What follows belongs to an exercise in optimizing a design on an open flow for small area, a short achievable clock period and few clock cycles; a production flow would make more cautious choices.
Function was checked by simulation only, so behaviour that the tests miss may differ from the original.

### flow/config.mk
export PLATFORM = sky130hd
export DESIGN_NAME = neuron_pe
export DESIGN_NICKNAME = neuron_pe
export VERILOG_FILES = /design/flow/design.v
export SDC_FILE = /design/flow/constraint.sdc
export NUM_CORES = 4
export LEC_CHECK = 0
export ABC_AREA = 1
export CAP_MARGIN = 20
export CORE_MARGIN = 2
export CORE_UTILIZATION = 40
export CTS_CLUSTER_DIAMETER = 100
export CTS_CLUSTER_SIZE = 30
export SLEW_MARGIN = 70
### flow/flow/run.sh
#!/bin/bash
# Layout flow: the standard ORFS flow (standard synthesis unchanged), with
# the port buffers that global placement inserts made plain buf_1 cells
# instead of the default delay buffers. Every port still gets its buffer.
set -euo pipefail
export BUFFER_PORTS_ARGS="-buffer_cell sky130_fd_sc_hd__buf_1"
bash standard.sh > standard.log 2>&1
### flow/constraint.sdc
create_clock -name core_clock -period 22.0 [get_ports {clk}]
set_input_delay 4.4000 -clock core_clock [delete_from_list [all_inputs] [get_ports {clk}]]
set_output_delay 4.4000 -clock core_clock [all_outputs]
set_load 0.01 [all_outputs]
### flow/standard.sh
#!/bin/bash
# synth_recipe.tcl (not shown) runs the flow's synth.tcl, then flattens the netlist and writes it again
# the make line also repeats each setting of config.mk as NAME=value (left out here)
make -C /OpenROAD-flow-scripts/flow DESIGN_CONFIG=/design/flow/config.mk WORK_HOME=/design/flow/orfs CLKGATE_MAP_FILE= SYNTH_SCRIPT=/design/flow/synth_recipe.tcl "${@:-finish}"
### flow/design.v
module neuron_pe #(
    parameter int N     = 6,
    parameter int BITS  = 16,
    parameter int FRAC  = 8
) (
    input  logic                  clk,
    input  logic                  rst_n,
    input  logic                  load_w,
    input  logic                  start,
    input  logic                  bp,
    input  logic [1:0]            act_sel,
    input  logic [N*BITS-1:0]     x,
    input  logic [N*BITS-1:0]     w,
    input  logic [BITS-1:0]       b,
    input  logic [BITS-1:0]       dz_in,
    input  logic [BITS-1:0]       w_in,
    input  logic [BITS-1:0]       lr,
    output logic                  busy,
    output logic                  done,
    output logic [BITS-1:0]       y,
    output logic [(N+1)*BITS-1:0] w_out
);
    typedef logic signed [15:0] word_t;
    function automatic word_t sadd(input word_t a, input word_t c);
        logic signed [16:0] s;
        s = {a[15], a} + {c[15], c};
        if (s[16] != s[15])
            sadd = {s[16], {15{~s[16]}}};
        else
            sadd = s[15:0];
    endfunction
    function automatic word_t act_gate(input logic [1:0] a, input logic neg,
                                       input word_t v);
        act_gate = v;
        if (neg && (a != 2'b00)) begin
            if (a == 2'b10)
                act_gate = v >>> 3;
            else
                act_gate = '0;
        end
    endfunction
    function automatic word_t mux1h7(input logic [6:0] s, input word_t d0,
                                     input word_t d1, input word_t d2,
                                     input word_t d3, input word_t d4,
                                     input word_t d5, input word_t d6);
        mux1h7 = ({16{s[0]}} & d0) | ({16{s[1]}} & d1) | ({16{s[2]}} & d2) |
                 ({16{s[3]}} & d3) | ({16{s[4]}} & d4) | ({16{s[5]}} & d5) |
                 ({16{s[6]}} & d6);
    endfunction
    logic         mode;        
    logic [4:0]   cnt;
    logic         zneg;
    logic [1:0]   act_r;
    word_t        store [0:6];
    word_t        xr    [0:5];
    word_t        lr_r;
    word_t        D;
    word_t        P;
    logic [23:0]  r0, r1;      
    logic         c8;
    logic [5:0]   sa_x;        
    logic         sa_p;        
    logic         sa_l;        
    logic [5:0]   sb_w;        
    logic         sb_d;        
    logic         sb_p;        
    logic         rot;         
    logic         s_d;         
    logic         s_b;         
    logic         f_acc;       
    logic         f_fin;       
    logic         b_g;         
    logic         b_t;         
    wire idle = ~busy;
    word_t opa, opb, prod, s_in1, sum;
    logic [23:0] n_r0, n_r1;
    logic        n_c8;
    always_comb begin
        opa = mux1h7({sa_l, sa_x}, xr[0], xr[1], xr[2], xr[3], xr[4], xr[5], lr_r)
            | ({16{sa_p}} & P);
        opb = mux1h7({sb_d, sb_w}, store[1], store[2], store[3], store[4],
                     store[5], store[6], D)
            | ({16{sb_p}} & P);
        s_in1 = ({16{s_b}} & store[0]) | ({16{s_d}} & D);
        sum = sadd(s_in1, prod);
    end
    np_pmul_s1 u_s1 (.a(opa), .b(opb), .r0(n_r0), .r1(n_r1), .c8(n_c8));
    np_pmul_s2 u_s2 (.r0(r0), .r1(r1), .c8(c8), .y(prod));
    logic       n_busy, n_mode, n_f, n_b;
    logic [4:0] n_cnt;
    always_comb begin
        if (idle) begin
            n_cnt  = '0;
            n_busy = start & ~load_w;
            n_mode = bp;
        end else begin
            n_cnt  = cnt + 5'd1;
            n_busy = ~done;
            n_mode = mode;
        end
        n_f = n_busy & ~n_mode;
        n_b = n_busy & n_mode;
    end
    logic [5:0] nb_x;
    logic       nb_ap, nb_al, nb_bd, nb_bp, nb_g, nb_t;
    logic       nb_u;
    always_comb begin
        nb_x  = '0;
        nb_ap = 1'b0; nb_al = 1'b0; nb_bd = 1'b0; nb_bp = 1'b0;
        nb_g  = 1'b0; nb_t  = 1'b0; nb_u  = 1'b0;
        case (n_cnt)
            5'd0:  begin nb_ap = 1'b1; nb_bd = 1'b1; end
            5'd1:  begin nb_g = 1'b1; end
            5'd2:  begin nb_al = 1'b1; nb_bd = 1'b1; end
            5'd3:  begin nb_x[0] = 1'b1; nb_bd = 1'b1; nb_u = 1'b1; end
            5'd4:  begin nb_x[1] = 1'b1; nb_bd = 1'b1; nb_t = 1'b1; end
            5'd5:  begin nb_al = 1'b1; nb_bp = 1'b1; nb_t = 1'b1; end
            5'd6:  begin nb_al = 1'b1; nb_bp = 1'b1; nb_u = 1'b1; end
            5'd7:  begin nb_x[2] = 1'b1; nb_bd = 1'b1; nb_u = 1'b1; end
            5'd8:  begin nb_x[3] = 1'b1; nb_bd = 1'b1; nb_t = 1'b1; end
            5'd9:  begin nb_al = 1'b1; nb_bp = 1'b1; nb_t = 1'b1; end
            5'd10: begin nb_al = 1'b1; nb_bp = 1'b1; nb_u = 1'b1; end
            5'd11: begin nb_x[4] = 1'b1; nb_bd = 1'b1; nb_u = 1'b1; end
            5'd12: begin nb_x[5] = 1'b1; nb_bd = 1'b1; nb_t = 1'b1; end
            5'd13: begin nb_al = 1'b1; nb_bp = 1'b1; nb_t = 1'b1; end
            5'd14: begin nb_al = 1'b1; nb_bp = 1'b1; nb_u = 1'b1; end
            5'd15: begin nb_u = 1'b1; end
            default: ;
        endcase
    end
    always_ff @(posedge clk or negedge rst_n) begin
        if (!rst_n) begin
            rot   <= 1'b0;
            f_fin <= 1'b0;
        end else begin
            rot   <= n_b && nb_u;
            f_fin <= n_f && n_cnt == 5'd6;
        end
    end
    always_ff @(posedge clk) begin
        for (int i = 0; i < 6; i++) begin
            sa_x[i] <= (n_f && n_cnt == 5'(i)) || (n_b && nb_x[i]);
            sb_w[i] <= n_f && n_cnt == 5'(i);
        end
        sa_p  <= n_b && nb_ap;
        sa_l  <= n_b && nb_al;
        sb_d  <= n_b && nb_bd;
        sb_p  <= n_b && nb_bp;
        s_d   <= n_f && n_cnt >= 5'd2;
        s_b   <= (n_f && n_cnt == 5'd1) || n_b;
        f_acc <= n_f && n_cnt >= 5'd1 && n_cnt <= 5'd5;
        b_g   <= n_b && nb_g;
        b_t   <= n_b && nb_t;
    end
    always_ff @(posedge clk) begin
        r0 <= n_r0;
        r1 <= n_r1;
        c8 <= n_c8;
        if (idle) begin
            for (int i = 0; i < 6; i++)
                xr[i] <= x[i*16 +: 16];
            lr_r  <= lr;
            act_r <= act_sel;
            D     <= dz_in;
            P     <= w_in;
        end else begin
            if (f_acc)
                D <= sum;
            else if (b_g)
                D <= act_gate(act_r, zneg, prod);
            if (b_t)
                P <= prod;
        end
    end
    always_ff @(posedge clk or negedge rst_n) begin
        if (!rst_n) begin
            busy <= 1'b0;
            done <= 1'b0;
            mode <= 1'b0;
            cnt  <= '0;
            zneg <= 1'b0;
            y    <= '0;
            for (int k = 0; k < 7; k++)
                store[k] <= '0;
        end else begin
            busy <= n_busy;
            mode <= n_mode;
            cnt  <= n_cnt;
            done <= f_fin || (busy && mode && cnt == 5'd15);
            if (f_fin) begin
                y    <= act_gate(act_r, sum[15], sum);
                zneg <= sum[15];
            end
            if (idle && load_w) begin
                store[0] <= b;
                for (int i = 0; i < 6; i++)
                    store[i + 1] <= w[i*16 +: 16];
            end
            if (rot) begin
                for (int k = 0; k < 6; k++)
                    store[k] <= store[k + 1];
                store[6] <= sum;
            end
        end
    end
    generate
        for (genvar k = 0; k <= 6; k++) begin : g_wout
            assign w_out[k*16 +: 16] = store[k];
        end
    endgenerate
endmodule
module np_pmul_s1 (
    input  logic [15:0] a,
    input  logic [15:0] b,
    output logic [23:0] r0,
    output logic [23:0] r1,
    output logic c8
);
    logic [16:0] bx;
    assign bx = {b, 1'b0};
    logic one0, two0, neg0;
    assign one0 = bx[1] ^ bx[0];
    assign two0 = (bx[2] & ~bx[1] & ~bx[0]) | (~bx[2] & bx[1] & bx[0]);
    assign neg0 = bx[2];
    logic [16:0] pp0;
    assign pp0[0] = ((one0 & a[0]) | (two0 & 1'b0)) ^ neg0;
    assign pp0[1] = ((one0 & a[1]) | (two0 & a[0])) ^ neg0;
    assign pp0[2] = ((one0 & a[2]) | (two0 & a[1])) ^ neg0;
    assign pp0[3] = ((one0 & a[3]) | (two0 & a[2])) ^ neg0;
    assign pp0[4] = ((one0 & a[4]) | (two0 & a[3])) ^ neg0;
    assign pp0[5] = ((one0 & a[5]) | (two0 & a[4])) ^ neg0;
    assign pp0[6] = ((one0 & a[6]) | (two0 & a[5])) ^ neg0;
    assign pp0[7] = ((one0 & a[7]) | (two0 & a[6])) ^ neg0;
    assign pp0[8] = ((one0 & a[8]) | (two0 & a[7])) ^ neg0;
    assign pp0[9] = ((one0 & a[9]) | (two0 & a[8])) ^ neg0;
    assign pp0[10] = ((one0 & a[10]) | (two0 & a[9])) ^ neg0;
    assign pp0[11] = ((one0 & a[11]) | (two0 & a[10])) ^ neg0;
    assign pp0[12] = ((one0 & a[12]) | (two0 & a[11])) ^ neg0;
    assign pp0[13] = ((one0 & a[13]) | (two0 & a[12])) ^ neg0;
    assign pp0[14] = ((one0 & a[14]) | (two0 & a[13])) ^ neg0;
    assign pp0[15] = ((one0 & a[15]) | (two0 & a[14])) ^ neg0;
    assign pp0[16] = ((one0 & a[15]) | (two0 & a[15])) ^ neg0;
    logic one1, two1, neg1;
    assign one1 = bx[3] ^ bx[2];
    assign two1 = (bx[4] & ~bx[3] & ~bx[2]) | (~bx[4] & bx[3] & bx[2]);
    assign neg1 = bx[4];
    logic [16:0] pp1;
    assign pp1[0] = ((one1 & a[0]) | (two1 & 1'b0)) ^ neg1;
    assign pp1[1] = ((one1 & a[1]) | (two1 & a[0])) ^ neg1;
    assign pp1[2] = ((one1 & a[2]) | (two1 & a[1])) ^ neg1;
    assign pp1[3] = ((one1 & a[3]) | (two1 & a[2])) ^ neg1;
    assign pp1[4] = ((one1 & a[4]) | (two1 & a[3])) ^ neg1;
    assign pp1[5] = ((one1 & a[5]) | (two1 & a[4])) ^ neg1;
    assign pp1[6] = ((one1 & a[6]) | (two1 & a[5])) ^ neg1;
    assign pp1[7] = ((one1 & a[7]) | (two1 & a[6])) ^ neg1;
    assign pp1[8] = ((one1 & a[8]) | (two1 & a[7])) ^ neg1;
    assign pp1[9] = ((one1 & a[9]) | (two1 & a[8])) ^ neg1;
    assign pp1[10] = ((one1 & a[10]) | (two1 & a[9])) ^ neg1;
    assign pp1[11] = ((one1 & a[11]) | (two1 & a[10])) ^ neg1;
    assign pp1[12] = ((one1 & a[12]) | (two1 & a[11])) ^ neg1;
    assign pp1[13] = ((one1 & a[13]) | (two1 & a[12])) ^ neg1;
    assign pp1[14] = ((one1 & a[14]) | (two1 & a[13])) ^ neg1;
    assign pp1[15] = ((one1 & a[15]) | (two1 & a[14])) ^ neg1;
    assign pp1[16] = ((one1 & a[15]) | (two1 & a[15])) ^ neg1;
    logic one2, two2, neg2;
    assign one2 = bx[5] ^ bx[4];
    assign two2 = (bx[6] & ~bx[5] & ~bx[4]) | (~bx[6] & bx[5] & bx[4]);
    assign neg2 = bx[6];
    logic [16:0] pp2;
    assign pp2[0] = ((one2 & a[0]) | (two2 & 1'b0)) ^ neg2;
    assign pp2[1] = ((one2 & a[1]) | (two2 & a[0])) ^ neg2;
    assign pp2[2] = ((one2 & a[2]) | (two2 & a[1])) ^ neg2;
    assign pp2[3] = ((one2 & a[3]) | (two2 & a[2])) ^ neg2;
    assign pp2[4] = ((one2 & a[4]) | (two2 & a[3])) ^ neg2;
    assign pp2[5] = ((one2 & a[5]) | (two2 & a[4])) ^ neg2;
    assign pp2[6] = ((one2 & a[6]) | (two2 & a[5])) ^ neg2;
    assign pp2[7] = ((one2 & a[7]) | (two2 & a[6])) ^ neg2;
    assign pp2[8] = ((one2 & a[8]) | (two2 & a[7])) ^ neg2;
    assign pp2[9] = ((one2 & a[9]) | (two2 & a[8])) ^ neg2;
    assign pp2[10] = ((one2 & a[10]) | (two2 & a[9])) ^ neg2;
    assign pp2[11] = ((one2 & a[11]) | (two2 & a[10])) ^ neg2;
    assign pp2[12] = ((one2 & a[12]) | (two2 & a[11])) ^ neg2;
    assign pp2[13] = ((one2 & a[13]) | (two2 & a[12])) ^ neg2;
    assign pp2[14] = ((one2 & a[14]) | (two2 & a[13])) ^ neg2;
    assign pp2[15] = ((one2 & a[15]) | (two2 & a[14])) ^ neg2;
    assign pp2[16] = ((one2 & a[15]) | (two2 & a[15])) ^ neg2;
    logic one3, two3, neg3;
    assign one3 = bx[7] ^ bx[6];
    assign two3 = (bx[8] & ~bx[7] & ~bx[6]) | (~bx[8] & bx[7] & bx[6]);
    assign neg3 = bx[8];
    logic [16:0] pp3;
    assign pp3[0] = ((one3 & a[0]) | (two3 & 1'b0)) ^ neg3;
    assign pp3[1] = ((one3 & a[1]) | (two3 & a[0])) ^ neg3;
    assign pp3[2] = ((one3 & a[2]) | (two3 & a[1])) ^ neg3;
    assign pp3[3] = ((one3 & a[3]) | (two3 & a[2])) ^ neg3;
    assign pp3[4] = ((one3 & a[4]) | (two3 & a[3])) ^ neg3;
    assign pp3[5] = ((one3 & a[5]) | (two3 & a[4])) ^ neg3;
    assign pp3[6] = ((one3 & a[6]) | (two3 & a[5])) ^ neg3;
    assign pp3[7] = ((one3 & a[7]) | (two3 & a[6])) ^ neg3;
    assign pp3[8] = ((one3 & a[8]) | (two3 & a[7])) ^ neg3;
    assign pp3[9] = ((one3 & a[9]) | (two3 & a[8])) ^ neg3;
    assign pp3[10] = ((one3 & a[10]) | (two3 & a[9])) ^ neg3;
    assign pp3[11] = ((one3 & a[11]) | (two3 & a[10])) ^ neg3;
    assign pp3[12] = ((one3 & a[12]) | (two3 & a[11])) ^ neg3;
    assign pp3[13] = ((one3 & a[13]) | (two3 & a[12])) ^ neg3;
    assign pp3[14] = ((one3 & a[14]) | (two3 & a[13])) ^ neg3;
    assign pp3[15] = ((one3 & a[15]) | (two3 & a[14])) ^ neg3;
    assign pp3[16] = ((one3 & a[15]) | (two3 & a[15])) ^ neg3;
    logic one4, two4, neg4;
    assign one4 = bx[9] ^ bx[8];
    assign two4 = (bx[10] & ~bx[9] & ~bx[8]) | (~bx[10] & bx[9] & bx[8]);
    assign neg4 = bx[10];
    logic [16:0] pp4;
    assign pp4[0] = ((one4 & a[0]) | (two4 & 1'b0)) ^ neg4;
    assign pp4[1] = ((one4 & a[1]) | (two4 & a[0])) ^ neg4;
    assign pp4[2] = ((one4 & a[2]) | (two4 & a[1])) ^ neg4;
    assign pp4[3] = ((one4 & a[3]) | (two4 & a[2])) ^ neg4;
    assign pp4[4] = ((one4 & a[4]) | (two4 & a[3])) ^ neg4;
    assign pp4[5] = ((one4 & a[5]) | (two4 & a[4])) ^ neg4;
    assign pp4[6] = ((one4 & a[6]) | (two4 & a[5])) ^ neg4;
    assign pp4[7] = ((one4 & a[7]) | (two4 & a[6])) ^ neg4;
    assign pp4[8] = ((one4 & a[8]) | (two4 & a[7])) ^ neg4;
    assign pp4[9] = ((one4 & a[9]) | (two4 & a[8])) ^ neg4;
    assign pp4[10] = ((one4 & a[10]) | (two4 & a[9])) ^ neg4;
    assign pp4[11] = ((one4 & a[11]) | (two4 & a[10])) ^ neg4;
    assign pp4[12] = ((one4 & a[12]) | (two4 & a[11])) ^ neg4;
    assign pp4[13] = ((one4 & a[13]) | (two4 & a[12])) ^ neg4;
    assign pp4[14] = ((one4 & a[14]) | (two4 & a[13])) ^ neg4;
    assign pp4[15] = ((one4 & a[15]) | (two4 & a[14])) ^ neg4;
    assign pp4[16] = ((one4 & a[15]) | (two4 & a[15])) ^ neg4;
    logic one5, two5, neg5;
    assign one5 = bx[11] ^ bx[10];
    assign two5 = (bx[12] & ~bx[11] & ~bx[10]) | (~bx[12] & bx[11] & bx[10]);
    assign neg5 = bx[12];
    logic [16:0] pp5;
    assign pp5[0] = ((one5 & a[0]) | (two5 & 1'b0)) ^ neg5;
    assign pp5[1] = ((one5 & a[1]) | (two5 & a[0])) ^ neg5;
    assign pp5[2] = ((one5 & a[2]) | (two5 & a[1])) ^ neg5;
    assign pp5[3] = ((one5 & a[3]) | (two5 & a[2])) ^ neg5;
    assign pp5[4] = ((one5 & a[4]) | (two5 & a[3])) ^ neg5;
    assign pp5[5] = ((one5 & a[5]) | (two5 & a[4])) ^ neg5;
    assign pp5[6] = ((one5 & a[6]) | (two5 & a[5])) ^ neg5;
    assign pp5[7] = ((one5 & a[7]) | (two5 & a[6])) ^ neg5;
    assign pp5[8] = ((one5 & a[8]) | (two5 & a[7])) ^ neg5;
    assign pp5[9] = ((one5 & a[9]) | (two5 & a[8])) ^ neg5;
    assign pp5[10] = ((one5 & a[10]) | (two5 & a[9])) ^ neg5;
    assign pp5[11] = ((one5 & a[11]) | (two5 & a[10])) ^ neg5;
    assign pp5[12] = ((one5 & a[12]) | (two5 & a[11])) ^ neg5;
    assign pp5[13] = ((one5 & a[13]) | (two5 & a[12])) ^ neg5;
    assign pp5[14] = ((one5 & a[14]) | (two5 & a[13])) ^ neg5;
    assign pp5[15] = ((one5 & a[15]) | (two5 & a[14])) ^ neg5;
    assign pp5[16] = ((one5 & a[15]) | (two5 & a[15])) ^ neg5;
    logic one6, two6, neg6;
    assign one6 = bx[13] ^ bx[12];
    assign two6 = (bx[14] & ~bx[13] & ~bx[12]) | (~bx[14] & bx[13] & bx[12]);
    assign neg6 = bx[14];
    logic [16:0] pp6;
    assign pp6[0] = ((one6 & a[0]) | (two6 & 1'b0)) ^ neg6;
    assign pp6[1] = ((one6 & a[1]) | (two6 & a[0])) ^ neg6;
    assign pp6[2] = ((one6 & a[2]) | (two6 & a[1])) ^ neg6;
    assign pp6[3] = ((one6 & a[3]) | (two6 & a[2])) ^ neg6;
    assign pp6[4] = ((one6 & a[4]) | (two6 & a[3])) ^ neg6;
    assign pp6[5] = ((one6 & a[5]) | (two6 & a[4])) ^ neg6;
    assign pp6[6] = ((one6 & a[6]) | (two6 & a[5])) ^ neg6;
    assign pp6[7] = ((one6 & a[7]) | (two6 & a[6])) ^ neg6;
    assign pp6[8] = ((one6 & a[8]) | (two6 & a[7])) ^ neg6;
    assign pp6[9] = ((one6 & a[9]) | (two6 & a[8])) ^ neg6;
    assign pp6[10] = ((one6 & a[10]) | (two6 & a[9])) ^ neg6;
    assign pp6[11] = ((one6 & a[11]) | (two6 & a[10])) ^ neg6;
    assign pp6[12] = ((one6 & a[12]) | (two6 & a[11])) ^ neg6;
    assign pp6[13] = ((one6 & a[13]) | (two6 & a[12])) ^ neg6;
    assign pp6[14] = ((one6 & a[14]) | (two6 & a[13])) ^ neg6;
    assign pp6[15] = ((one6 & a[15]) | (two6 & a[14])) ^ neg6;
    assign pp6[16] = ((one6 & a[15]) | (two6 & a[15])) ^ neg6;
    logic one7, two7, neg7;
    assign one7 = bx[15] ^ bx[14];
    assign two7 = (bx[16] & ~bx[15] & ~bx[14]) | (~bx[16] & bx[15] & bx[14]);
    assign neg7 = bx[16];
    logic [16:0] pp7;
    assign pp7[0] = ((one7 & a[0]) | (two7 & 1'b0)) ^ neg7;
    assign pp7[1] = ((one7 & a[1]) | (two7 & a[0])) ^ neg7;
    assign pp7[2] = ((one7 & a[2]) | (two7 & a[1])) ^ neg7;
    assign pp7[3] = ((one7 & a[3]) | (two7 & a[2])) ^ neg7;
    assign pp7[4] = ((one7 & a[4]) | (two7 & a[3])) ^ neg7;
    assign pp7[5] = ((one7 & a[5]) | (two7 & a[4])) ^ neg7;
    assign pp7[6] = ((one7 & a[6]) | (two7 & a[5])) ^ neg7;
    assign pp7[7] = ((one7 & a[7]) | (two7 & a[6])) ^ neg7;
    assign pp7[8] = ((one7 & a[8]) | (two7 & a[7])) ^ neg7;
    assign pp7[9] = ((one7 & a[9]) | (two7 & a[8])) ^ neg7;
    assign pp7[10] = ((one7 & a[10]) | (two7 & a[9])) ^ neg7;
    assign pp7[11] = ((one7 & a[11]) | (two7 & a[10])) ^ neg7;
    assign pp7[12] = ((one7 & a[12]) | (two7 & a[11])) ^ neg7;
    assign pp7[13] = ((one7 & a[13]) | (two7 & a[12])) ^ neg7;
    assign pp7[14] = ((one7 & a[14]) | (two7 & a[13])) ^ neg7;
    assign pp7[15] = ((one7 & a[15]) | (two7 & a[14])) ^ neg7;
    assign pp7[16] = ((one7 & a[15]) | (two7 & a[15])) ^ neg7;
    logic t1;
    logic t2;
    assign t1 = pp0[10] ^ pp1[8];
    assign t2 = pp0[10] & pp1[8];
    logic t3;
    logic t4;
    assign t3 = pp0[11] ^ pp1[9];
    assign t4 = pp0[11] & pp1[9];
    logic t5;
    logic t6;
    assign t5 = pp0[12] ^ pp1[10] ^ pp2[8];
    assign t6 = (pp0[12] & pp1[10]) | (pp0[12] & pp2[8]) | (pp1[10] & pp2[8]);
    logic t7;
    logic t8;
    assign t7 = pp3[6] ^ pp4[4];
    assign t8 = pp3[6] & pp4[4];
    logic t9;
    logic t10;
    assign t9 = pp0[13] ^ pp1[11] ^ pp2[9];
    assign t10 = (pp0[13] & pp1[11]) | (pp0[13] & pp2[9]) | (pp1[11] & pp2[9]);
    logic t11;
    logic t12;
    assign t11 = pp3[7] ^ pp4[5];
    assign t12 = pp3[7] & pp4[5];
    logic t13;
    logic t14;
    assign t13 = pp0[14] ^ pp1[12] ^ pp2[10];
    assign t14 = (pp0[14] & pp1[12]) | (pp0[14] & pp2[10]) | (pp1[12] & pp2[10]);
    logic t15;
    logic t16;
    assign t15 = pp3[8] ^ pp4[6] ^ pp5[4];
    assign t16 = (pp3[8] & pp4[6]) | (pp3[8] & pp5[4]) | (pp4[6] & pp5[4]);
    logic t17;
    logic t18;
    assign t17 = pp6[2] ^ pp7[0];
    assign t18 = pp6[2] & pp7[0];
    logic t19;
    logic t20;
    assign t19 = pp0[15] ^ pp1[13] ^ pp2[11];
    assign t20 = (pp0[15] & pp1[13]) | (pp0[15] & pp2[11]) | (pp1[13] & pp2[11]);
    logic t21;
    logic t22;
    assign t21 = pp3[9] ^ pp4[7] ^ pp5[5];
    assign t22 = (pp3[9] & pp4[7]) | (pp3[9] & pp5[5]) | (pp4[7] & pp5[5]);
    logic t23;
    logic t24;
    assign t23 = pp6[3] ^ pp7[1];
    assign t24 = pp6[3] & pp7[1];
    logic t25;
    logic t26;
    assign t25 = ~pp0[16] ^ pp1[14] ^ pp2[12];
    assign t26 = (~pp0[16] & pp1[14]) | (~pp0[16] & pp2[12]) | (pp1[14] & pp2[12]);
    logic t27;
    logic t28;
    assign t27 = pp3[10] ^ pp4[8] ^ pp5[6];
    assign t28 = (pp3[10] & pp4[8]) | (pp3[10] & pp5[6]) | (pp4[8] & pp5[6]);
    logic t29;
    logic t30;
    assign t29 = pp6[4] ^ pp7[2] ^ 1'b1;
    assign t30 = (pp6[4] & pp7[2]) | (pp6[4] & 1'b1) | (pp7[2] & 1'b1);
    logic t31;
    logic t32;
    assign t31 = pp1[15] ^ pp2[13] ^ pp3[11];
    assign t32 = (pp1[15] & pp2[13]) | (pp1[15] & pp3[11]) | (pp2[13] & pp3[11]);
    logic t33;
    logic t34;
    assign t33 = pp4[9] ^ pp5[7] ^ pp6[5];
    assign t34 = (pp4[9] & pp5[7]) | (pp4[9] & pp6[5]) | (pp5[7] & pp6[5]);
    logic t35;
    logic t36;
    assign t35 = pp7[3] ^ 1'b1;
    assign t36 = pp7[3] & 1'b1;
    logic t37;
    logic t38;
    assign t37 = ~pp1[16] ^ pp2[14] ^ pp3[12];
    assign t38 = (~pp1[16] & pp2[14]) | (~pp1[16] & pp3[12]) | (pp2[14] & pp3[12]);
    logic t39;
    logic t40;
    assign t39 = pp4[10] ^ pp5[8] ^ pp6[6];
    assign t40 = (pp4[10] & pp5[8]) | (pp4[10] & pp6[6]) | (pp5[8] & pp6[6]);
    logic t41;
    logic t42;
    assign t41 = pp2[15] ^ pp3[13] ^ pp4[11];
    assign t42 = (pp2[15] & pp3[13]) | (pp2[15] & pp4[11]) | (pp3[13] & pp4[11]);
    logic t43;
    logic t44;
    assign t43 = pp5[9] ^ pp6[7];
    assign t44 = pp5[9] & pp6[7];
    logic t45;
    logic t46;
    assign t45 = ~pp2[16] ^ pp3[14] ^ pp4[12];
    assign t46 = (~pp2[16] & pp3[14]) | (~pp2[16] & pp4[12]) | (pp3[14] & pp4[12]);
    logic t47;
    logic t48;
    assign t47 = pp3[15] ^ pp4[13];
    assign t48 = pp3[15] & pp4[13];
    logic t49;
    logic t50;
    assign t49 = pp0[6] ^ pp1[4];
    assign t50 = pp0[6] & pp1[4];
    logic t51;
    logic t52;
    assign t51 = pp0[7] ^ pp1[5];
    assign t52 = pp0[7] & pp1[5];
    logic t53;
    logic t54;
    assign t53 = pp0[8] ^ pp1[6] ^ pp2[4];
    assign t54 = (pp0[8] & pp1[6]) | (pp0[8] & pp2[4]) | (pp1[6] & pp2[4]);
    logic t55;
    logic t56;
    assign t55 = pp3[2] ^ pp4[0];
    assign t56 = pp3[2] & pp4[0];
    logic t57;
    logic t58;
    assign t57 = pp0[9] ^ pp1[7] ^ pp2[5];
    assign t58 = (pp0[9] & pp1[7]) | (pp0[9] & pp2[5]) | (pp1[7] & pp2[5]);
    logic t59;
    logic t60;
    assign t59 = pp3[3] ^ pp4[1];
    assign t60 = pp3[3] & pp4[1];
    logic t61;
    logic t62;
    assign t61 = t1 ^ pp2[6] ^ pp3[4];
    assign t62 = (t1 & pp2[6]) | (t1 & pp3[4]) | (pp2[6] & pp3[4]);
    logic t63;
    logic t64;
    assign t63 = pp4[2] ^ pp5[0] ^ neg5;
    assign t64 = (pp4[2] & pp5[0]) | (pp4[2] & neg5) | (pp5[0] & neg5);
    logic t65;
    logic t66;
    assign t65 = t2 ^ t3 ^ pp2[7];
    assign t66 = (t2 & t3) | (t2 & pp2[7]) | (t3 & pp2[7]);
    logic t67;
    logic t68;
    assign t67 = pp3[5] ^ pp4[3] ^ pp5[1];
    assign t68 = (pp3[5] & pp4[3]) | (pp3[5] & pp5[1]) | (pp4[3] & pp5[1]);
    logic t69;
    logic t70;
    assign t69 = t4 ^ t5 ^ t7;
    assign t70 = (t4 & t5) | (t4 & t7) | (t5 & t7);
    logic t71;
    logic t72;
    assign t71 = pp5[2] ^ pp6[0] ^ neg6;
    assign t72 = (pp5[2] & pp6[0]) | (pp5[2] & neg6) | (pp6[0] & neg6);
    logic t73;
    logic t74;
    assign t73 = t6 ^ t8 ^ t9;
    assign t74 = (t6 & t8) | (t6 & t9) | (t8 & t9);
    logic t75;
    logic t76;
    assign t75 = t11 ^ pp5[3] ^ pp6[1];
    assign t76 = (t11 & pp5[3]) | (t11 & pp6[1]) | (pp5[3] & pp6[1]);
    logic t77;
    logic t78;
    assign t77 = t10 ^ t12 ^ t13;
    assign t78 = (t10 & t12) | (t10 & t13) | (t12 & t13);
    logic t79;
    logic t80;
    assign t79 = t15 ^ t17 ^ neg7;
    assign t80 = (t15 & t17) | (t15 & neg7) | (t17 & neg7);
    logic t81;
    logic t82;
    assign t81 = t14 ^ t16 ^ t18;
    assign t82 = (t14 & t16) | (t14 & t18) | (t16 & t18);
    logic t83;
    logic t84;
    assign t83 = t19 ^ t21 ^ t23;
    assign t84 = (t19 & t21) | (t19 & t23) | (t21 & t23);
    logic t85;
    logic t86;
    assign t85 = t20 ^ t22 ^ t24;
    assign t86 = (t20 & t22) | (t20 & t24) | (t22 & t24);
    logic t87;
    logic t88;
    assign t87 = t25 ^ t27 ^ t29;
    assign t88 = (t25 & t27) | (t25 & t29) | (t27 & t29);
    logic t89;
    logic t90;
    assign t89 = t26 ^ t28 ^ t30;
    assign t90 = (t26 & t28) | (t26 & t30) | (t28 & t30);
    logic t91;
    logic t92;
    assign t91 = t31 ^ t33 ^ t35;
    assign t92 = (t31 & t33) | (t31 & t35) | (t33 & t35);
    logic t93;
    logic t94;
    assign t93 = t32 ^ t34 ^ t36;
    assign t94 = (t32 & t34) | (t32 & t36) | (t34 & t36);
    logic t95;
    logic t96;
    assign t95 = t37 ^ t39 ^ pp7[4];
    assign t96 = (t37 & t39) | (t37 & pp7[4]) | (t39 & pp7[4]);
    logic t97;
    logic t98;
    assign t97 = t38 ^ t40 ^ t41;
    assign t98 = (t38 & t40) | (t38 & t41) | (t40 & t41);
    logic t99;
    logic t100;
    assign t99 = t43 ^ pp7[5] ^ 1'b1;
    assign t100 = (t43 & pp7[5]) | (t43 & 1'b1) | (pp7[5] & 1'b1);
    logic t101;
    logic t102;
    assign t101 = t42 ^ t44 ^ t45;
    assign t102 = (t42 & t44) | (t42 & t45) | (t44 & t45);
    logic t103;
    logic t104;
    assign t103 = pp5[10] ^ pp6[8] ^ pp7[6];
    assign t104 = (pp5[10] & pp6[8]) | (pp5[10] & pp7[6]) | (pp6[8] & pp7[6]);
    logic t105;
    logic t106;
    assign t105 = t46 ^ t47 ^ pp5[11];
    assign t106 = (t46 & t47) | (t46 & pp5[11]) | (t47 & pp5[11]);
    logic t107;
    logic t108;
    assign t107 = pp6[9] ^ pp7[7] ^ 1'b1;
    assign t108 = (pp6[9] & pp7[7]) | (pp6[9] & 1'b1) | (pp7[7] & 1'b1);
    logic t109;
    logic t110;
    assign t109 = t48 ^ ~pp3[16] ^ pp4[14];
    assign t110 = (t48 & ~pp3[16]) | (t48 & pp4[14]) | (~pp3[16] & pp4[14]);
    logic t111;
    logic t112;
    assign t111 = pp5[12] ^ pp6[10] ^ pp7[8];
    assign t112 = (pp5[12] & pp6[10]) | (pp5[12] & pp7[8]) | (pp6[10] & pp7[8]);
    logic t113;
    logic t114;
    assign t113 = pp4[15] ^ pp5[13] ^ pp6[11];
    assign t114 = (pp4[15] & pp5[13]) | (pp4[15] & pp6[11]) | (pp5[13] & pp6[11]);
    logic t115;
    logic t116;
    assign t115 = pp7[9] ^ 1'b1;
    assign t116 = pp7[9] & 1'b1;
    logic t117;
    logic t118;
    assign t117 = ~pp4[16] ^ pp5[14] ^ pp6[12];
    assign t118 = (~pp4[16] & pp5[14]) | (~pp4[16] & pp6[12]) | (pp5[14] & pp6[12]);
    logic t119;
    logic t120;
    assign t119 = pp5[15] ^ pp6[13];
    assign t120 = pp5[15] & pp6[13];
    logic t121;
    logic t122;
    assign t121 = pp0[4] ^ pp1[2];
    assign t122 = pp0[4] & pp1[2];
    logic t123;
    logic t124;
    assign t123 = pp0[5] ^ pp1[3];
    assign t124 = pp0[5] & pp1[3];
    logic t125;
    logic t126;
    assign t125 = t49 ^ pp2[2] ^ pp3[0];
    assign t126 = (t49 & pp2[2]) | (t49 & pp3[0]) | (pp2[2] & pp3[0]);
    logic t127;
    logic t128;
    assign t127 = t50 ^ t51 ^ pp2[3];
    assign t128 = (t50 & t51) | (t50 & pp2[3]) | (t51 & pp2[3]);
    logic t129;
    logic t130;
    assign t129 = t52 ^ t53 ^ t55;
    assign t130 = (t52 & t53) | (t52 & t55) | (t53 & t55);
    logic t131;
    logic t132;
    assign t131 = t54 ^ t56 ^ t57;
    assign t132 = (t54 & t56) | (t54 & t57) | (t56 & t57);
    logic t133;
    logic t134;
    assign t133 = t58 ^ t60 ^ t61;
    assign t134 = (t58 & t60) | (t58 & t61) | (t60 & t61);
    logic t135;
    logic t136;
    assign t135 = t62 ^ t64 ^ t65;
    assign t136 = (t62 & t64) | (t62 & t65) | (t64 & t65);
    logic t137;
    logic t138;
    assign t137 = t66 ^ t68 ^ t69;
    assign t138 = (t66 & t68) | (t66 & t69) | (t68 & t69);
    logic t139;
    logic t140;
    assign t139 = t70 ^ t72 ^ t73;
    assign t140 = (t70 & t72) | (t70 & t73) | (t72 & t73);
    logic t141;
    logic t142;
    assign t141 = t74 ^ t76 ^ t77;
    assign t142 = (t74 & t76) | (t74 & t77) | (t76 & t77);
    logic t143;
    logic t144;
    assign t143 = t78 ^ t80 ^ t81;
    assign t144 = (t78 & t80) | (t78 & t81) | (t80 & t81);
    logic t145;
    logic t146;
    assign t145 = t82 ^ t84 ^ t85;
    assign t146 = (t82 & t84) | (t82 & t85) | (t84 & t85);
    logic t147;
    logic t148;
    assign t147 = t86 ^ t88 ^ t89;
    assign t148 = (t86 & t88) | (t86 & t89) | (t88 & t89);
    logic t149;
    logic t150;
    assign t149 = t90 ^ t92 ^ t93;
    assign t150 = (t90 & t92) | (t90 & t93) | (t92 & t93);
    logic t151;
    logic t152;
    assign t151 = t94 ^ t96 ^ t97;
    assign t152 = (t94 & t96) | (t94 & t97) | (t96 & t97);
    logic t153;
    logic t154;
    assign t153 = t98 ^ t100 ^ t101;
    assign t154 = (t98 & t100) | (t98 & t101) | (t100 & t101);
    logic t155;
    logic t156;
    assign t155 = t102 ^ t104 ^ t105;
    assign t156 = (t102 & t104) | (t102 & t105) | (t104 & t105);
    logic t157;
    logic t158;
    assign t157 = t106 ^ t108 ^ t109;
    assign t158 = (t106 & t108) | (t106 & t109) | (t108 & t109);
    logic t159;
    logic t160;
    assign t159 = t110 ^ t112 ^ t113;
    assign t160 = (t110 & t112) | (t110 & t113) | (t112 & t113);
    logic t161;
    logic t162;
    assign t161 = t114 ^ t116 ^ t117;
    assign t162 = (t114 & t116) | (t114 & t117) | (t116 & t117);
    logic t163;
    logic t164;
    assign t163 = t118 ^ t119 ^ pp7[11];
    assign t164 = (t118 & t119) | (t118 & pp7[11]) | (t119 & pp7[11]);
    logic t165;
    logic t166;
    assign t165 = t120 ^ ~pp5[16] ^ pp6[14];
    assign t166 = (t120 & ~pp5[16]) | (t120 & pp6[14]) | (~pp5[16] & pp6[14]);
    logic t167;
    logic t168;
    assign t167 = pp6[15] ^ pp7[13];
    assign t168 = pp6[15] & pp7[13];
    logic t169;
    logic t170;
    assign t169 = pp0[2] ^ pp1[0];
    assign t170 = pp0[2] & pp1[0];
    logic t171;
    logic t172;
    assign t171 = pp0[3] ^ pp1[1];
    assign t172 = pp0[3] & pp1[1];
    logic t173;
    logic t174;
    assign t173 = t121 ^ pp2[0] ^ neg2;
    assign t174 = (t121 & pp2[0]) | (t121 & neg2) | (pp2[0] & neg2);
    logic t175;
    logic t176;
    assign t175 = t122 ^ t123 ^ pp2[1];
    assign t176 = (t122 & t123) | (t122 & pp2[1]) | (t123 & pp2[1]);
    logic t177;
    logic t178;
    assign t177 = t124 ^ t125 ^ neg3;
    assign t178 = (t124 & t125) | (t124 & neg3) | (t125 & neg3);
    logic t179;
    logic t180;
    assign t179 = t126 ^ t127 ^ pp3[1];
    assign t180 = (t126 & t127) | (t126 & pp3[1]) | (t127 & pp3[1]);
    logic t181;
    logic t182;
    assign t181 = t128 ^ t129 ^ neg4;
    assign t182 = (t128 & t129) | (t128 & neg4) | (t129 & neg4);
    logic t183;
    logic t184;
    assign t183 = t130 ^ t131 ^ t59;
    assign t184 = (t130 & t131) | (t130 & t59) | (t131 & t59);
    logic t185;
    logic t186;
    assign t185 = t132 ^ t133 ^ t63;
    assign t186 = (t132 & t133) | (t132 & t63) | (t133 & t63);
    logic t187;
    logic t188;
    assign t187 = t134 ^ t135 ^ t67;
    assign t188 = (t134 & t135) | (t134 & t67) | (t135 & t67);
    logic t189;
    logic t190;
    assign t189 = t136 ^ t137 ^ t71;
    assign t190 = (t136 & t137) | (t136 & t71) | (t137 & t71);
    logic t191;
    logic t192;
    assign t191 = t138 ^ t139 ^ t75;
    assign t192 = (t138 & t139) | (t138 & t75) | (t139 & t75);
    logic t193;
    logic t194;
    assign t193 = t140 ^ t141 ^ t79;
    assign t194 = (t140 & t141) | (t140 & t79) | (t141 & t79);
    logic t195;
    logic t196;
    assign t195 = t142 ^ t143 ^ t83;
    assign t196 = (t142 & t143) | (t142 & t83) | (t143 & t83);
    logic t197;
    logic t198;
    assign t197 = t144 ^ t145 ^ t87;
    assign t198 = (t144 & t145) | (t144 & t87) | (t145 & t87);
    logic t199;
    logic t200;
    assign t199 = t146 ^ t147 ^ t91;
    assign t200 = (t146 & t147) | (t146 & t91) | (t147 & t91);
    logic t201;
    logic t202;
    assign t201 = t148 ^ t149 ^ t95;
    assign t202 = (t148 & t149) | (t148 & t95) | (t149 & t95);
    logic t203;
    logic t204;
    assign t203 = t150 ^ t151 ^ t99;
    assign t204 = (t150 & t151) | (t150 & t99) | (t151 & t99);
    logic t205;
    logic t206;
    assign t205 = t152 ^ t153 ^ t103;
    assign t206 = (t152 & t153) | (t152 & t103) | (t153 & t103);
    logic t207;
    logic t208;
    assign t207 = t154 ^ t155 ^ t107;
    assign t208 = (t154 & t155) | (t154 & t107) | (t155 & t107);
    logic t209;
    logic t210;
    assign t209 = t156 ^ t157 ^ t111;
    assign t210 = (t156 & t157) | (t156 & t111) | (t157 & t111);
    logic t211;
    logic t212;
    assign t211 = t158 ^ t159 ^ t115;
    assign t212 = (t158 & t159) | (t158 & t115) | (t159 & t115);
    logic t213;
    logic t214;
    assign t213 = t160 ^ t161 ^ pp7[10];
    assign t214 = (t160 & t161) | (t160 & pp7[10]) | (t161 & pp7[10]);
    logic t215;
    logic t216;
    assign t215 = t162 ^ t163 ^ 1'b1;
    assign t216 = (t162 & t163) | (t162 & 1'b1) | (t163 & 1'b1);
    logic t217;
    logic t218;
    assign t217 = t164 ^ t165 ^ pp7[12];
    assign t218 = (t164 & t165) | (t164 & pp7[12]) | (t165 & pp7[12]);
    logic t219;
    logic t220;
    assign t219 = t166 ^ t167 ^ 1'b1;
    assign t220 = (t166 & t167) | (t166 & 1'b1) | (t167 & 1'b1);
    logic t221;
    logic t222;
    assign t221 = t168 ^ ~pp6[16] ^ pp7[14];
    assign t222 = (t168 & ~pp6[16]) | (t168 & pp7[14]) | (~pp6[16] & pp7[14]);
    logic t223;
    logic t224;
    assign t223 = pp7[15] ^ 1'b1;
    assign t224 = pp7[15] & 1'b1;
    logic [31:0] s0, s1;
    logic [8:0] lo;
    assign s0 = {1'b1, t224, t222, t220, t218, t216, t214, t212, t210, t208, t206, t204, t202, t200, t198, t196, t194, t192, t190, t188, t186, t184, t182, t180, t178, t176, t174, t172, t170, t169, pp0[1], pp0[0]};
    assign s1 = {1'b0, ~pp7[16], t223, t221, t219, t217, t215, t213, t211, t209, t207, t205, t203, t201, t199, t197, t195, t193, t191, t189, t187, t185, t183, t181, t179, t177, t175, t173, t171, neg1, 1'b0, neg0};
    assign lo = {1'b0, s0[7:0]} + {1'b0, s1[7:0]};
    assign r0 = s0[31:8];
    assign r1 = s1[31:8];
    assign c8 = lo[8];
endmodule
module np_pmul_s2 (
    input  logic [23:0] r0,
    input  logic [23:0] r1,
    input  logic        c8,
    output logic [15:0] y
);
    logic [23:0] p;
    assign p = r0 + r1 + {23'd0, c8};
    wire ovf = ~((&p[23:15]) | ~(|p[23:15]));
    assign y = ovf ? {p[23], {15{~p[23]}}} : p[15:0];
endmodule
==> results by group, run 1 <==
Run status
  – Status: timing/DRC/antenna clean

Clock tree
  – Clk buf depth: 3
  – Setup Buffers After CTS: 0
  – H-tree depth: 1
  – Worst-skew pair later-pin latency: 0.56 ns
  – Total CTS buffers: 18
  – CTS Hold Bufs: 0
  – Root Buffer: clkbuf_16
  – CTS clk-pin slew, worst paths: 0.11 ns
  – CTS tree: yes
  – Clk sink count: 353
  – Post_cts resized: 0

STA
  – Max Clk Rate: 0.173 GHz
  – Part of the cycle the worst path needs: 26.2%
  – Minimum clock period: 5.77 ns
  – Unrepaired setup endpoints after global routing: false
  – Final hold slack: 0.501 ns
  – Final setup viols: 0
  – Least-Margin Pin Slew: 0.486 ns
  – Final Max Slew Viols: 0
  – Max-slew headroom: 67.6%
  – Final Hold Vio Count: 0
  – Sum of negative setup slack: 0 ns
  – Clock skew: 0.0345 ns

Worst setup path
  – Startpoint Class: flop
  – Worst R2R Path Depth: 28
  – CP Capture Point: D[8]
  – CP max stage delay: 0.55 ns
  – Critical Path End Type: flop
  – Arr. time, crit path: 6.06 ns
  – Critical path peak fanout: 22
  – Slowest stage cell, crit path: fa_1
  – Worst setup path startpoint: r0[0]
  – End of the worst register-to-register path: D[8]
  – Worst reg2reg setup slack: 16.23 ns
  – CP Class: reg -> reg
  – Required @ worst endpoint: 22.30 ns
  – FF-to-FF Start: r0[0]
  – Crit-path most repeated cell: nand2_1

Die
  – # rows: 86
  – Core area: 0.0553 sq mm
  – Die area: 0.0581 sq mm
  – Die height: 241 um
  – I/O pin total: 393
  – Starting Density: 40.7%
  – Chip Width: 241 um

Global route
  – Pin count of the biggest net entering global routing: 69
  – All-Layer GR Usage: 28.0%
  – Initial antenna violation count: 9
  – Global-route wire length before repair: 122000 um
  – Vias in the first global route: 19.7k
  – Total gr overflow: 0

Detailed routing
  – DRT iter0 DRCs: 2203
  – DR vias/cell: 5.50
  – DRT Wirelength: 83100 um
  – DRC violations left: 0
  – Vias post-DR: 20.5k
  – Drt first pass iters: 5
  – Routed wire per std cell: 22.3 um
  – Remaining antenna violation count: 0

Synth
  – Top_reg_cell synth: edfxtp_1
  – Synth Warn #: 3
  – Cell area after synthesis: 0.0225 sq mm
  – Post-synth EDFFs: 146
  – Cells after Synth: 2617
  – Sequential area share after synthesis: 41.0%
  – Top cell type's share of synthesized area: 19.5%
  – Post-synth ARST share: 39.4%
  – Cell variety after synth: 58
  – Synthesized Nets: 3040
  – Synth top area cells: edfxtp_1 (19%), dfrtp_1 (15%), nand2_1 (10%)
  – Flops & latches, synth: 353
  – Syn avg cell area: 8.60 sq um
  – Area leader, netlist: edfxtp_1

Place
  – Post-DP HPWL: 65100 um
  – IO Port Bufs: 392
  – Placed insts: 3679
  – RD Place Congestion: 0.966

Hold path
  – HP Class: reg -> reg

Cells and area
  – Area growth from synthesis to layout: 14.3%
  – Layout cells sized above 1: 7.55%
  – Most frequent cells in the layout: nand2_1 (613), buf_1 (395), inv_1 (324), o22ai_1 (195), nor2_1 (175)
  – Non-Filler Instances: 3721
  – Post-layout net count: 3378
  – Commonest non-fill, non-tap cell in the layout: nand2_1

Run
  – Max cap viols: 0
critical path, delay by kind of cell (launching register included):
family | cells | cell delay, ns
AOI/OAI and AO/OA | 4 | 0.90
adders and majority gates | 4 | 1.69
DFF | 1 | 0.33
and+or+nand+nor | 20 | 2.63
area by class of cell:
class / count / area (sq um)
clock buffers: 23 / 490
inverters: 343 / 1310
multi-input cells: 1793 / 11500
well taps: 748 / 936
diodes: 6 / 15.0
fillers: 5542 / 29600
flip-flops and latches: 353 / 9260
clock inverters: 9 / 139
repair buffers: 446 / 2030
through the flow:
| step | utilization [%] | setup WS (ns) | cell area (sq um) |
|---|---|---|---|
| final | 46.5 | 16.23 | 25700 |
| after global routing | 46.5 | 15.88 | 25700 |
| after CTS | 46.3 | 16.28 | 25600 |
| after detailed placement | 45.1 | 15.69 | 25000 |
| after global placement | 44.4 | 15.28 | 24600 |
| after floorplan | - | 16.33 | 22500 |
worst min-delay path by stage:
stage | cells after the start | end | start | slack (ns)
final | 2 | y[2] | y[2] | 0.50
after global routing | 2 | y[2] | y[2] | 0.56
after CTS | 2 | y[2] | y[2] | 0.52
after detailed placement | 2 | done | mode | 0.49
after global placement | 2 | y[15] | y[15] | 0.48
after floorplan | 2 | done | mode | 0.47
kinds of logic after synthesis:
kind of cell	synth area share (%)
buffers and inverters	8.55
DFF	41.0
xor gates and xnor gates	6.00
and+or+nand+nor	18.4
AOI/OAI and AO/OA	14.3
adders and majority gates	11.8
routing by layer:
layer / track usage, % / vias up / share of wire [%]
met5: 0 / - / 0.029
li1: - / 9404 / -
met1: 38.7 / 9863 / 42
met4: 11.1 / 4 / 4.0
met2: 42.9 / 1049 / 45
met3: 5.84 / 153 / 9.4
state kept, by name (all words and copies together), names as in the netlist, 2 cells and up:
signal	cells
cnt	5
r0	23
D	16
lr_r	16
r1	23
y	16
sa_x	6
sb_w	6
P	16
act_r	2
xr	96
store	112
synth_stat cells (all sizes together), types with 6 or more instances:
cell type    n
nor3        11
nand3       78
fa          86
nand4       35
o211ai      28
ha          74
xor2       136
xnor2       18
nand2      647
a22o         9
buf         64
a31oi       33
dfrtp      139
a221oi      29
edfxtp     146
a21oi       84
inv        343
o21ai       88
dfxtp       68
clkbuf      64
nor4         8
a22oi        6
o22ai      206
nor2       193
Testbench counts, summed over its fixed seeds: cycles 10,392.
==> run 2: changes to the inputs <==
--- a/flow/config.mk
+++ b/flow/config.mk
@@ -9,6 +9,4 @@
 export CAP_MARGIN = 20
 export CORE_MARGIN = 2
 export CORE_UTILIZATION = 40
-export CTS_CLUSTER_DIAMETER = 100
-export CTS_CLUSTER_SIZE = 30
 export SLEW_MARGIN = 70
==> results by group, run 2 <==
Die
  – I/O pin total: 393 (unchanged)
  – Starting Density: 40.7% (unchanged)
  – Core area: 0.0553 sq mm (unchanged)
  – Chip Width: 241 um (unchanged)
  – Die area: 0.0581 sq mm (unchanged)
  – # rows: 86 (unchanged)
  – Die height: 241 um (unchanged)

Hold path
  – HP Class: reg -> reg
  – Hold depth: 2 (unchanged)

Detailed routing
  – Vias post-DR: 20.7k (+1.1%)
  – DRC violations left: 0 (unchanged)
  – DR vias/cell: 5.50 (about the same)
  – DRT Wirelength: 83400 um (+0.41%)
  – Wire length on met3: 7880 um (+1.3%)
  – DR top layer: met5
  – Remaining antenna violation count: 0 (unchanged)
  – WL met2: 37100 um (-0.11%)
  – Drt first pass iters: 5 (unchanged)
  – DRT iter0 DRCs: 2132 (-3.2%)
  – Routed wire per std cell: 22.2 um (-0.74%)
  – M1 WL: 35100 um (+0.80%)

Place
  – Placed insts: 3679 (unchanged)
  – IO Port Bufs: 392 (unchanged)
  – Post-DP HPWL: 65100 um (unchanged)
  – RD Place Congestion: 0.966 (unchanged)

Synth
  – Flops & latches, synth: 353 (unchanged)
  – Top cells by count, synth: nand2_1 (620), inv_1 (328), o22ai_1 (196)
  – Synth top area cells: edfxtp_1 (19%), dfrtp_1 (15%), nand2_1 (10%)
  – Cells after Synth: 2617 (unchanged)
  – Cell area after synthesis: 0.0225 sq mm (unchanged)
  – Compound-Gate Fraction of Synth Area: 14.3% (unchanged)
  – Cell variety after synth: 58 (unchanged)
  – Mux share of post-synthesis cell area: 0% (unchanged)
  – Area leader, netlist: edfxtp_1
  – Synth Area in Adders: 11.8% (unchanged)
  – Synth Warn #: 3 (unchanged)
  – Post-synth EDFFs: 146 (unchanged)
  – Post-synthesis xor/xnor area fraction: 6.00% (unchanged)
  – Sequential area share after synthesis: 41.0% (unchanged)
  – Top_reg_cell synth: edfxtp_1
  – Dominant combinational cell family by area after synthesis: simple AND/OR/NAND/NOR gates
  – Syn avg cell area: 8.60 sq um (unchanged)
  – Post-synth ARST share: 39.4% (unchanged)
  – Most common cell in the netlist: nand2_1
  – Top cell type's share of synthesized area: 19.5% (unchanged)
  – Synthesized Nets: 3040 (unchanged)
  – Post-synthesis simple-gate area fraction: 18.4% (unchanged)

Clock tree
  – CTS clk-pin slew, worst paths: 0.06 ns (-0.05 ns)
  – Setup Buffers After CTS: 0 (unchanged)
  – H-tree depth: 2 (+1)
  – Root Buffer: clkbuf_16
  – Clk buf depth: 3 (unchanged)
  – CTS Hold Bufs: 0 (unchanged)
  – Worst-skew pair later-pin latency: 0.58 ns (+0.02 ns)
  – Total CTS buffers: 41 (+23)
  – Post_cts resized: 0 (unchanged)
  – CTS tree: yes
  – Clk sink count: 353 (unchanged)

Worst setup path
  – CP delay by family, top: simple AND/OR/NAND/NOR gates
  – CP max stage delay: 0.55 ns (about the same)
  – Required @ worst endpoint: 22.31 ns (about the same)
  – Startpoint Class: flop
  – Worst path bufs/invs: 0 (unchanged)
  – Crit-path most repeated cell: nand2_1
  – CP Class: reg -> reg
  – Critical path peak fanout: 22 (unchanged)
  – Arr. time, crit path: 6.12 ns (+0.06 ns)
  – Instance count on the critical path: 28 (unchanged)
  – Critical Path End Type: flop
  – Worst R2R Path Depth: 28 (unchanged)
  – Slowest stage cell, crit path: fa_1

STA
  – Final setup viols: 0 (unchanged)
  – Max Clk Rate: 0.172 GHz (-0.71%)
  – Final Hold Vio Count: 0 (unchanged)
  – Least-Margin Pin Slew: 0.516 ns (+0.0300 ns)
  – Minimum clock period: 5.81 ns (+0.0410 ns)
  – Unrepaired setup endpoints after global routing: false
  – Sum of negative setup slack: 0 ns (unchanged)
  – Clock skew: 0.0219 ns (-0.0126 ns)
  – Max-slew headroom: 65.6% (-2.0 points)
  – Final Max Slew Viols: 0 (unchanged)
  – Part of the cycle the worst path needs: 26.4% (+0.19 points)
  – Final hold slack: 0.491 ns (-0.0102 ns)

Cells and area
  – Commonest non-fill, non-tap cell in the layout: nand2_1
  – Max reg flops: 112 (unchanged)
  – Area growth from synthesis to layout: 17.5%
  – Most frequent cells in the layout: nand2_1 (613), buf_1 (395), inv_1 (324), o22ai_1 (195), nor2_1 (175)
  – Layout cells sized above 1: 8.40% (+0.85 points)
  – Top Registers: store: 112 flops, xr: 96 flops
  – Non-Filler Instances: 3764 (+1.2%)
  – Post-layout net count: 3401 (+0.68%)
  – Largest Register: store

Global route
  – Total gr overflow: 0 (unchanged)
  – All-Layer GR Usage: 28.3% (+0.25 points)
  – Pin count of the biggest net entering global routing: 69 (unchanged)
  – Global-route wire length before repair: 122000 um (+0.57%)
  – Initial antenna violation count: 8 (-1)
  – Vias in the first global route: 20.0k (+1.2%)

Run
  – Max cap viols: 0 (unchanged)

Run status
  – Status: timing/DRC/antenna clean
[run 2: cell counts after synthesis]
Identical to the previous run, type by type.
[run 2: metrics by stage]
stage               worst slack [ns]  cell area (sq um)  utilization [%]
finish                         16.19              26400             47.8
CTS                            16.26              26300             47.6
global route                   15.87              26400             47.8
global placement               15.28              24600             44.4
floorplan                      16.33              22500                -
detailed placement             15.69              25000             45.1
[run 2: cell families after synthesis]
kind of cell	Yosys count
buffers and inverters	471
AOI/OAI and AO/OA	496
xor gates and xnor gates	154
adders and majority gates	160
and+or+nand+nor	983
DFF	353
[run 2: layer usage]
| layer | global-route usage (%) | vias to the layer above |
|---|---|---|
| met4 | 11.4 | 4 |
| met1 | 38.9 | 9998 |
| met3 | 6.44 | 176 |
| met5 | 0 | - |
| met2 | 43.0 | 1052 |
| li1 | - | 9474 |
[run 2: worst paths after layout]
| check | startpoint | end | slack [ns] |
|---|---|---|---|
| max reg2reg | r0[0] | D[8] | 16.19 |
| min in group asynchronous | rst_n | y[14] | 3.78 |
| max | r0[0] | D[8] | 16.19 |
| min reg2reg | y[2] | y[2] | 0.49 |
| min | y[2] | y[2] | 0.49 |
| max in group asynchronous | rst_n | store[4][9] | 17.13 |
[run 2: worst register-to-register path: cells and delay by family (launching register included)]
family / cells / cell delay (ns)
simple gates: 20 / 2.61
fa+ha+maj: 4 / 1.70
compound gates: 4 / 0.94
flops: 1 / 0.31
[run 2: final cells by class]
class	instances	area, sq um
antenna	5	12.5
clock buffer	64	1180
clock inverter	12	190
fill	5466	28900
inverter	343	1310
multi-input combinational	1793	11500
sequential	353	9260
tap	748	936
timing repair buffer	446	2020
==> run 3: changes to the inputs <==
--- a/flow/config.mk
+++ b/flow/config.mk
@@ -9,4 +9,6 @@
 export CAP_MARGIN = 20
 export CORE_MARGIN = 2
 export CORE_UTILIZATION = 40
+export CTS_CLUSTER_DIAMETER = 60
+export CTS_CLUSTER_SIZE = 40
 export SLEW_MARGIN = 70
==> results by group, run 3 <==
Die
  – I/O pin total: 393 (unchanged)
  – Chip Width: 241 um (unchanged)
  – Die area: 0.0581 sq mm (unchanged)
  – Core area: 0.0553 sq mm (unchanged)
  – Starting Density: 40.7% (unchanged)
  – # rows: 86 (unchanged)
  – Die height: 241 um (unchanged)

Detailed routing
  – DR vias/cell: 5.46 (-0.66%)
  – Routed wire per std cell: 22.2 um (about the same)
  – DRT Wirelength: 83200 um (-0.26%)
  – Vias post-DR: 20.5k (-0.98%)
  – Drt first pass iters: 6 (+1)
  – DRT iter0 DRCs: 2094 (-1.8%)
  – DRC violations left: 0 (unchanged)
  – Remaining antenna violation count: 0 (unchanged)

Clock tree
  – Root Buffer: clkbuf_16
  – Worst-skew pair later-pin latency: 0.57 ns (about the same)
  – H-tree depth: 2 (unchanged)
  – CTS clk-pin slew, worst paths: 0.06 ns (about the same)
  – Clk sink count: 353 (unchanged)
  – Total CTS buffers: 35 (-15%)
  – Setup Buffers After CTS: 0 (unchanged)
  – CTS tree: yes
  – Clk buf depth: 3 (unchanged)
  – CTS Hold Bufs: 0 (unchanged)
  – Post_cts resized: 0 (unchanged)

Run status
  – Status: timing/DRC/antenna clean

Worst setup path
  – FF-to-FF Start: r0[0]
  – Worst setup path startpoint: r0[0]
  – CP Class: reg -> reg
  – Startpoint Class: flop
  – Slowest stage cell, crit path: fa_1
  – Crit-path most repeated cell: nand2_1
  – Critical Path End Type: flop
  – Critical path peak fanout: 22 (unchanged)
  – Required @ worst endpoint: 22.30 ns (about the same)
  – Arr. time, crit path: 6.05 ns (-0.07 ns)
  – CP max stage delay: 0.53 ns (-0.02 ns)

Hold path
  – HP Class: reg -> reg
  – Worst hold path startpoint: y[2]

STA
  – Unrepaired setup endpoints after global routing: false
  – Final Max Slew Viols: 0 (unchanged)
  – Final hold slack: 0.494 ns (+0.00309 ns)
  – Sum of negative setup slack: 0 ns (unchanged)
  – Minimum clock period: 5.75 ns (-0.0568 ns)
  – Final setup viols: 0 (unchanged)
  – Clock skew: 0.0231 ns (+0.00121 ns)
  – Max-slew headroom: 69.8% (+4.2 points)
  – Final Hold Vio Count: 0 (unchanged)
  – Least-Margin Pin Slew: 0.453 ns (-0.0628 ns)
  – Part of the cycle the worst path needs: 26.1% (-0.26 points)
  – Max Clk Rate: 0.174 GHz (+0.99%)

Synth
  – Post-synth ARST share: 39.4% (unchanged)
  – Post-synth EDFFs: 146 (unchanged)
  – Synth top area cells: edfxtp_1 (19%), dfrtp_1 (15%), nand2_1 (10%)
  – Top cells by count, synth: nand2_1 (620), inv_1 (328), o22ai_1 (196)
  – Sequential area share after synthesis: 41.0% (unchanged)
  – Syn avg cell area: 8.60 sq um (unchanged)
  – Top_reg_cell synth: edfxtp_1
  – Cell variety after synth: 58 (unchanged)
  – Area leader, netlist: edfxtp_1
  – Top cell type's share of synthesized area: 19.5% (unchanged)
  – Cells after Synth: 2617 (unchanged)
  – Cell area after synthesis: 0.0225 sq mm (unchanged)
  – Synthesized Nets: 3040 (unchanged)
  – Most common cell in the netlist: nand2_1
  – Synth Warn #: 3 (unchanged)
  – Flops & latches, synth: 353 (unchanged)

Place
  – Placement-stage cell area: 0.0250 sq mm (unchanged)
  – Placed insts: 3679 (unchanged)
  – Post-DP HPWL: 65100 um (unchanged)
  – IO Port Bufs: 392 (unchanged)
  – RD Place Congestion: 0.966 (unchanged)

Global route
  – Initial antenna violation count: 9 (+1)
  – Global-route wire length before repair: 122000 um (-0.23%)
  – All-Layer GR Usage: 28.2% (-0.056 points)
  – Pin count of the biggest net entering global routing: 69 (unchanged)
  – Total gr overflow: 0 (unchanged)
  – Vias in the first global route: 19.9k (-0.34%)

Cells and area
  – Area growth from synthesis to layout: 17.0%
  – Largest Register: store
  – Most frequent cells in the layout: nand2_1 (613), buf_1 (395), inv_1 (324), o22ai_1 (196), nor2_1 (175)
  – Non-Filler Instances: 3752 (-0.32%)
  – Post-route core utilization: 47.6% (-0.23 points)
  – Top Registers: store: 112 flops, xr: 96 flops
  – FILL cells: 5485 (+0.35%)
  – Max reg flops: 112 (unchanged)
  – Commonest non-fill, non-tap cell in the layout: nand2_1
  – Post-layout net count: 3394 (-0.21%)
  – Layout cells sized above 1: 8.47% (+0.070 points)
  – Layout Cell Area excl Fill: 0.0263 sq mm (-0.47%)

Run
  – Max cap viols: 0 (unchanged)
==> run 3: changes by cell type in the layout (fill, tap and decap cells not counted), moves of 2 or more <==
cell       previous run  this run
clkbuf_16            42        36
clkinv_1              2         0
inv_8                 1         6
inv_6                 1         4
clkbuf_1             17         4
clkinv_8              1         5
==> run 3: logic make-up (layout without fill, tap and decap cells) <==
family | after synthesis | count (layout) | synth area share, %
buffers and inverters | 471 | 852 | 8.55
xor gates and xnor gates | 154 | 154 | 6.00
AOI/OAI and AO/OA | 496 | 496 | 14.3
DFF | 353 | 353 | 41.0
and+or+nand+nor | 983 | 983 | 18.4
other | 0 | 6 | 0
adders and majority gates | 160 | 160 | 11.8
==> run 3: worst paths after layout <==
check	end	slack, ns	cells after the start
setup / recovery	D[8]	16.25	28
hold / removal	y[2]	0.49	2
setup reg to reg	D[8]	16.25	28
hold reg to reg	y[2]	0.49	2
max in group asynchronous	store[1][10]	17.14	6
min in group asynchronous	y[13]	3.79	2
==> run 3: critical path, delay by kind of cell (launching register included) <==
| kind | cells | cell delay [ns] |
|---|---|---|
| compound gates | 4 | 0.90 |
| fa+ha+maj | 4 | 1.67 |
| flops | 1 | 0.32 |
| simple gates | 20 | 2.60 |
==> run 3: area by class of cell <==
type                       count  area [sq um]  area share, %
timing repair buffer         445          2010           7.63
inverter                     343          1310           4.98
sequential                   353          9260           35.2
tap                          748           936           3.56
multi-input combinational   1793         11500           43.8
antenna                        6          15.0         0.0571
clock inverter                20           293           1.11
clock buffer                  44           971           3.69
==> run 3: metrics by stage <==
stage / worst slack [ns]
floorplan: 16.33
global route: 15.88
CTS: 16.28
detailed placement: 15.69
finish: 16.25
global placement: 15.28
==> run 3: metal layers <==
metal,GRT usage [%],wire length [um],vias to the layer above
li1,-,-,9446
met1,38.8,34400,9903
met2,43.0,37400,1000
met3,6.33,8240,148
met4,11.4,3140,4
met5,0,24,-

[static timing again, ports no longer ideal]
No port has a modelled driver above. Below, the same layouts with a new extraction and two added sets of constraints.
Step 1: set_driving_cell puts a clkbuf_16 on clk and a buf_2 on each other input, an assumption about the parent block.
Step 2, shift: input delay + t, output delay - t, t = (earliest + latest rising clock arrival at the registers) / 2. This alone moves slack from input paths to output paths.
Slacks: ideal ports / drivers / drivers and shift; pairs: ideal ports / drivers.
| run | t, ns | setup slack, ns | hold slack, ns |
|---|---|---|---|
| run 1 | 0.603 | 16.233 / 16.212 / 15.830 | 0.501 / 0.501 / 0.501 |
| run 2 | 0.622 | 16.192 / 16.192 / 15.729 | 0.491 / 0.491 / 0.491 |
| run 3 | 0.618 | 16.248 / 16.248 / 15.764 | 0.494 / 0.494 / 0.494 |
After both steps setup and hold are still met in every run listed. For run 3, which loses most, drivers alone change the setup slack by 0.000 ns; drivers and shift together by -0.484 ns.
